From an optimization exercise on the open Yosys and OpenROAD flow, aimed at small area, a short achievable clock period and few clock cycles per item; shortcuts taken in it are not production practice.
Only simulation tests tie the RTL to the original design; equivalence was not proved.

[design.v]
package aes_key_exp_pkg;
    function automatic logic [7:0] xtime(input logic [7:0] a);
        xtime = {a[6:0], 1'b0} ^ (a[7] ? 8'h1b : 8'h00);
    endfunction
    function automatic logic [7:0] gf_mul(input logic [7:0] a, input logic [7:0] b);
        logic [7:0] p;
        logic [7:0] aa;
        p  = 8'h00;
        aa = a;
        for (int i = 0; i < 8; i++) begin
            p  = p ^ (b[i] ? aa : 8'h00);
            aa = xtime(aa);
        end
        gf_mul = p;
    endfunction
    function automatic logic [7:0] gf_inv(input logic [7:0] a);
        logic [7:0] acc;
        logic [7:0] sq;
        acc = 8'h01;
        sq  = a;
        for (int i = 1; i < 8; i++) begin
            sq  = gf_mul(sq, sq);
            acc = gf_mul(acc, sq);
        end
        gf_inv = acc;
    endfunction
    function automatic logic [7:0] sbox_affine(input logic [7:0] b);
        sbox_affine = b ^ {b[6:0], b[7]} ^ {b[5:0], b[7:6]} ^ {b[4:0], b[7:5]} ^ {b[3:0], b[7:4]} ^ 8'h63;
    endfunction
endpackage
module s_box (
    input  logic [7:0] i_data,
    output logic [7:0] o_data
);
    assign o_data = aes_key_exp_pkg::sbox_affine(aes_key_exp_pkg::gf_inv(i_data));
endmodule
module aes_key_expansion #(
    parameter int KEY_WIDTH  = 128,
    parameter int NUM_ROUNDS = 10
) (
    input  logic                 clk,
    input  logic                 rst,
    input  logic [KEY_WIDTH-1:0] key_in,
    input  logic                 key_valid,
    output logic                 key_ready,
    input  logic [3:0]           rd_idx,
    output logic [KEY_WIDTH-1:0] rd_key,
    output logic                 keys_done,
    output logic                 busy
);
    typedef enum logic [1:0] {
        ST_IDLE   = 2'd0,
        ST_EXPAND = 2'd1,
        ST_DONE   = 2'd2
    } state_t;
    state_t               r_state;
    state_t               w_state_nxt;
    logic                 r_key_ready;
    logic                 r_busy;
    logic                 r_keys_done;
    logic                 w_key_ready_nxt;
    logic                 w_busy_nxt;
    logic                 w_keys_done_nxt;
    logic [KEY_WIDTH-1:0] r_rk [0:NUM_ROUNDS];
    logic [3:0]           r_cnt;
    logic [7:0]           r_rcon;
    logic                 w_accept;
    logic                 w_round_write;
    logic                 w_round_last;
    logic [KEY_WIDTH-1:0] w_prev_key;
    logic [KEY_WIDTH-1:0] w_new_key;
    logic [KEY_WIDTH-1:0] w_rd_key;
    logic [31:0]          w_rot;
    logic [31:0]          w_sub;
    logic [31:0]          w_t;
    logic [31:0]          w_n0;
    logic [31:0]          w_n1;
    logic [31:0]          w_n2;
    logic [31:0]          w_n3;
    assign w_accept     = key_valid && r_key_ready;
    assign w_round_last = w_round_write && (r_cnt == 4'(NUM_ROUNDS));
    always_comb begin
        w_prev_key = {KEY_WIDTH{1'b0}};
        for (int i = 0; i < NUM_ROUNDS; i++) begin
            w_prev_key = w_prev_key | ((r_cnt == 4'(i + 1)) ? r_rk[i] : {KEY_WIDTH{1'b0}});
        end
    end
    assign w_rot = {w_prev_key[23:0], w_prev_key[31:24]};
    for (genvar g = 0; g < 4; g++) begin : g_sbox
        s_box u_sbox (
            .i_data (w_rot[31-8*g -: 8]),
            .o_data (w_sub[31-8*g -: 8])
        );
    end
    assign w_round_write = (r_state == ST_EXPAND);
    assign w_t       = w_sub ^ {r_rcon, 24'h000000};
    assign w_n0      = w_prev_key[127:96] ^ w_t;
    assign w_n1      = w_n0 ^ w_prev_key[95:64];
    assign w_n2      = w_n1 ^ w_prev_key[63:32];
    assign w_n3      = w_n2 ^ w_prev_key[31:0];
    assign w_new_key = {w_n0, w_n1, w_n2, w_n3};
    always_ff @(posedge clk) begin
        if (rst) begin
            for (int i = 0; i <= NUM_ROUNDS; i++) begin
                r_rk[i] <= {KEY_WIDTH{1'b0}};
            end
            r_cnt  <= 4'd0;
            r_rcon <= 8'h01;
        end else if (w_accept) begin
            r_rk[0] <= key_in;
            r_cnt   <= 4'd1;
            r_rcon  <= 8'h01;
        end else if (w_round_write) begin
            for (int i = 1; i <= NUM_ROUNDS; i++) begin
                if (r_cnt == 4'(i)) begin
                    r_rk[i] <= w_new_key;
                end
            end
            r_cnt  <= r_cnt + 4'd1;
            r_rcon <= aes_key_exp_pkg::xtime(r_rcon);
        end else begin
            r_cnt  <= r_cnt;
            r_rcon <= r_rcon;
        end
    end
    always_ff @(posedge clk) begin
        if (rst) begin
            r_state     <= ST_IDLE;
            r_key_ready <= 1'b1;
            r_busy      <= 1'b0;
            r_keys_done <= 1'b0;
        end else begin
            r_state     <= w_state_nxt;
            r_key_ready <= w_key_ready_nxt;
            r_busy      <= w_busy_nxt;
            r_keys_done <= w_keys_done_nxt;
        end
    end
    always_comb begin
        w_state_nxt     = r_state;
        w_key_ready_nxt = 1'b1;
        w_busy_nxt      = 1'b0;
        w_keys_done_nxt = 1'b0;
        case (r_state)
            ST_IDLE:   w_state_nxt = w_accept ? ST_EXPAND : ST_IDLE;
            ST_EXPAND: w_state_nxt = w_round_last ? ST_DONE : ST_EXPAND;
            ST_DONE:   w_state_nxt = w_accept ? ST_EXPAND : ST_DONE;
            default:   w_state_nxt = ST_IDLE;
        endcase
        case (w_state_nxt)
            ST_EXPAND: begin
                w_key_ready_nxt = 1'b0;
                w_busy_nxt      = 1'b1;
            end
            ST_DONE:   w_keys_done_nxt = 1'b1;
            default:   w_keys_done_nxt = 1'b0;
        endcase
    end
    always_comb begin
        w_rd_key = {KEY_WIDTH{1'b0}};
        for (int i = 0; i <= NUM_ROUNDS; i++) begin
            w_rd_key = w_rd_key | ((rd_idx == 4'(i)) ? r_rk[i] : {KEY_WIDTH{1'b0}});
        end
    end
    assign rd_key    = w_rd_key;
    assign key_ready = r_key_ready;
    assign busy      = r_busy;
    assign keys_done = r_keys_done;
endmodule
[run.sh]
#!/bin/bash
# synth_recipe.tcl (not shown) runs the flow's synth.tcl, then flattens the netlist and writes it again
# the make line also repeats each setting of config.mk as NAME=value (left out here)
make -C /OpenROAD-flow-scripts/flow DESIGN_CONFIG=/design/flow/config.mk WORK_HOME=/design/flow/orfs CLKGATE_MAP_FILE= SYNTH_SCRIPT=/design/flow/synth_recipe.tcl finish
[config.mk]
export PLATFORM = sky130hd
export DESIGN_NAME = aes_key_expansion
export DESIGN_NICKNAME = aes_key_expansion
export VERILOG_FILES = /design/flow/design.v
export SDC_FILE = /design/flow/constraint.sdc
export NUM_CORES = 4
export LEC_CHECK = 0
export CAP_MARGIN = 20
export CORE_MARGIN = 2
export CORE_UTILIZATION = 40
export PLACE_DENSITY = 0.6
export SLEW_MARGIN = 20
[constraint.sdc]
create_clock -name core_clock -period 22.0 [get_ports {clk}]
set_input_delay 4.4000 -clock core_clock [delete_from_list [all_inputs] [get_ports {clk}]]
set_output_delay 4.4000 -clock core_clock [all_outputs]
set_load 0.01 [all_outputs]
==> impl_metrics.yaml <==
synthesis:
  synth.area.top_cells: "dfxtp_1, xnor2_1, nor2_1"
  ys_seq_elements: 1425
  synthesis.area_mm2: 0.132
  ys_warn_count: 3
  syn-mean-instance-area_um2: 7.87
  synth_fp_nets: 17200
  synth_flop_cell: "dfxtp_1"
  synth-edff-count: 0
  syn-instance-count: 16800
  synth_area_leader_cell: "dfxtp_1"
  netlist-cell-type-count: 123
  seq_area_frac_synth: 0.216
  synthArstFlopShare: 0
  netlist.area_leader.share: 0.216
critical_path:
  critPathCaptureType: "flip-flop"
  ff2ff_path_depth: 89
  crit_type: "flip-flop to flip-flop"
  arrival_ps: 21760
  worst-path-buf-inv: 21
  cp_slowest_cell: "xnor3_2"
  critical_path_depth: 89
  critical-path-max-stage-delay_ps: 590
  rr_endpoint: "r_rk[2][54]"
  crit_required_ps: 22730
  path_max_fanout: 23
  worstSetupStartpoint: "r_cnt[1]"
  endpoint: "r_rk[2][54]"
  reg2reg_slack_ps: 980
  cp_top_family: "XOR/XNOR gates"
  r2r_start: "r_cnt[1]"
  crit_top_cell: "xnor2_1"
  cp-start-kind: "flip-flop"
die:
  die_w_um: 578
  boundaryPins: 266
  start_util: 0.402
  fp.dieArea_mm2: 0.334
  core_mm2: 0.328
  rows: 210
  die_h_um: 578
global_route:
  overflow: 0
  grt_max_degree: 196
  grt_pass1_vias: 117000
  antenna_found_initial: 22
  track_usage: 0.303
  grt_pass1_wl_um: 780000
clocking:
  cts-htree-levels: 4
  numCtsBuffers: 144
  cts.sinks: 1425
  clk_latency_ps: 850
  cts_buffer_depth: 3
  clk_pin_slew_ps: 70
  clockRootBuffer: "clkbuf_16"
  ctsHoldBuffers: 0
  cts_tree: "done"
worst_hold_path:
  hold_class: "flip-flop to flip-flop"
  hold_depth: 2
timing:
  final.min_clock_period_ps: 21020
  relSlewSlack: 0.233
  setup_ws_ps: 977
  worstMarginPinSlew_ps: 1140
  report.final.slew_viol_count: 0
  finClkSkew_ps: 64.2
  hold_violations: 0
  setup_violations: 0
  period_share: 0.956
  fmax_ghz: 0.0476
drt:
  wl_per_cell_um: 25.1
  wl_um: 529000
  first_pass_iters: 9
  ant_nets: 0
  route.vias.total: 127000
  drc: 0
  drt_iter0_drc: 17300
  viasPerCell: 6.05
placement:
  placed_area_mm2: 0.141
  dpl_worst_slack_ps: -1230
  port_buffers: 265
  dp_hpwl_um: 347000
  routabilityCongestion: 0.952
layout:
  drive_above_1_share: 0.109
  fin_nets: 17000
  final_common_cell: "nor2_1"
  mostFrequentLayoutCells: "nor2_1, xnor2_1, dfxtp_1"
  area_growth_syn_to_layout_pct: 12.9
  final_area_mm2: 0.149
run_status:
  outcome: "no timing/DRC/antenna violations"
job:
  cap_viol_max_count: 0
## sequential cells by signal, indices dropped and copies added (netlist names)
register	cells
r_rk	1408
r_rcon	8
r_cnt	4
r_state	2
r_busy	1
r_key_ready	1
r_keys_done	1
## routing by layer
layer,part of all wire,vias up,track usage
met4,0.046,26,0.125
met3,0.10,1136,0.0598
met2,0.43,6886,0.464
li1,-,58500,-
met5,0.00033,-,0
met1,0.42,60900,0.413
## repair_timing
action / in CTS / in global routing
pin swaps: 14 / 54
cloned: 0 / 1
setup endpoints to repair: 768 / 1280
buffers inserted: 28 / 82
endpoints found under the hold margin: 0 / 0
gates resized for setup: 50 / 262
## synthesized netlist by cell type, types with 276 or more instances
| cell | instances |
|---|---|
| a21oi_1 | 1303 |
| a211oi_1 | 518 |
| xnor3_1 | 474 |
| a22oi_1 | 556 |
| xnor2_1 | 1776 |
| xor2_1 | 569 |
| a221oi_1 | 297 |
| a22o_1 | 303 |
| ha_1 | 276 |
| nand2_1 | 1410 |
| nor2_1 | 3232 |
| dfxtp_1 | 1425 |
| clkbuf_1 | 985 |
## worst min-delay path: stages (launching register included)
cell     delay (ps)
dfxtp_1         310
nand2_1          50
a21oi_1          50
## how the worst min path moves through the flow
stage / from / endpoint / slack (ps)
floorplan: r_rk[10][38] / r_rk[10][38] / 440
global placement: r_rk[10][54] / r_rk[10][54] / 440
detailed placement: r_rk[10][54] / r_rk[10][54] / 450
CTS: r_rk[10][54] / r_rk[10][54] / 460
global route: r_rk[10][54] / r_rk[10][54] / 480
finish: r_rk[10][54] / r_rk[10][54] / 460
## final cells by class
class / instances / area (um2)
Fill cell: 32300 / 179000
Multi-Input combinational cell: 13600 / 99300
Sequential cell: 1425 / 28500
Timing Repair Buffer: 1070 / 9110
Tap cell: 4346 / 5440
Clock buffer: 195 / 4120
Inverter: 326 / 1260
Clock inverter: 68 / 1120
Antenna cell: 2 / 5.00
## logic make-up after synthesis
| kind of cell | Yosys count | share of synthesized area |
|---|---|---|
| adders and majority gates | 276 | 0.0262 |
| DFF | 1425 | 0.216 |
| buffers and inverters | 1703 | 0.0519 |
| and+or+nand+nor | 5840 | 0.188 |
| AOI/OAI and AO/OA | 4168 | 0.220 |
| xor gates and xnor gates | 3108 | 0.280 |
| muxes | 236 | 0.0183 |
## metrics by stage
stage | util | hold slack [ps] | setup TNS, ps | instances
6_report | 0.454 | 459 | 0 | 21100
5_1_grt | 0.454 | 482 | -1770 | 21100
4_1_cts | 0.447 | 456 | 0 | 21000
3_5_place_dp | 0.429 | 447 | -309540 | 20700
3_3_place_gp | 0.429 | 443 | -220720 | 20700
2_1_floorplan | - | 436 | 0 | 16800
Testbench counts, summed over its fixed seeds: cycles 3,528, keys 320.

[static timing again, ports no longer ideal]
No port has a modelled driver above. Below, the same layout with a new extraction and two added sets of constraints.
Step 1 sets driving cells, clkbuf_16 on the clock port and buf_2 on the other inputs (assumed; they add their load-dependent delay and slew).
Step 2 moves the port delays by t, midway between the first and last clock arrival at a register: inputs arrive t later, outputs are due t later. That takes back most of the time a late clock gives input paths.
Three values: no drivers, after step 1, after step 2; two values: the first two.
shift t [ns]: 0.900
slack for setup (ns): 0.977 / 0.977 / 0.977
worst data-port slew with drivers (ns): 0.26
cell pins on the clock port's net: 1
After both steps this run still meets setup and hold. For this run, drivers alone change the setup slack by 0.000 ns; drivers and shift together by 0.000 ns.
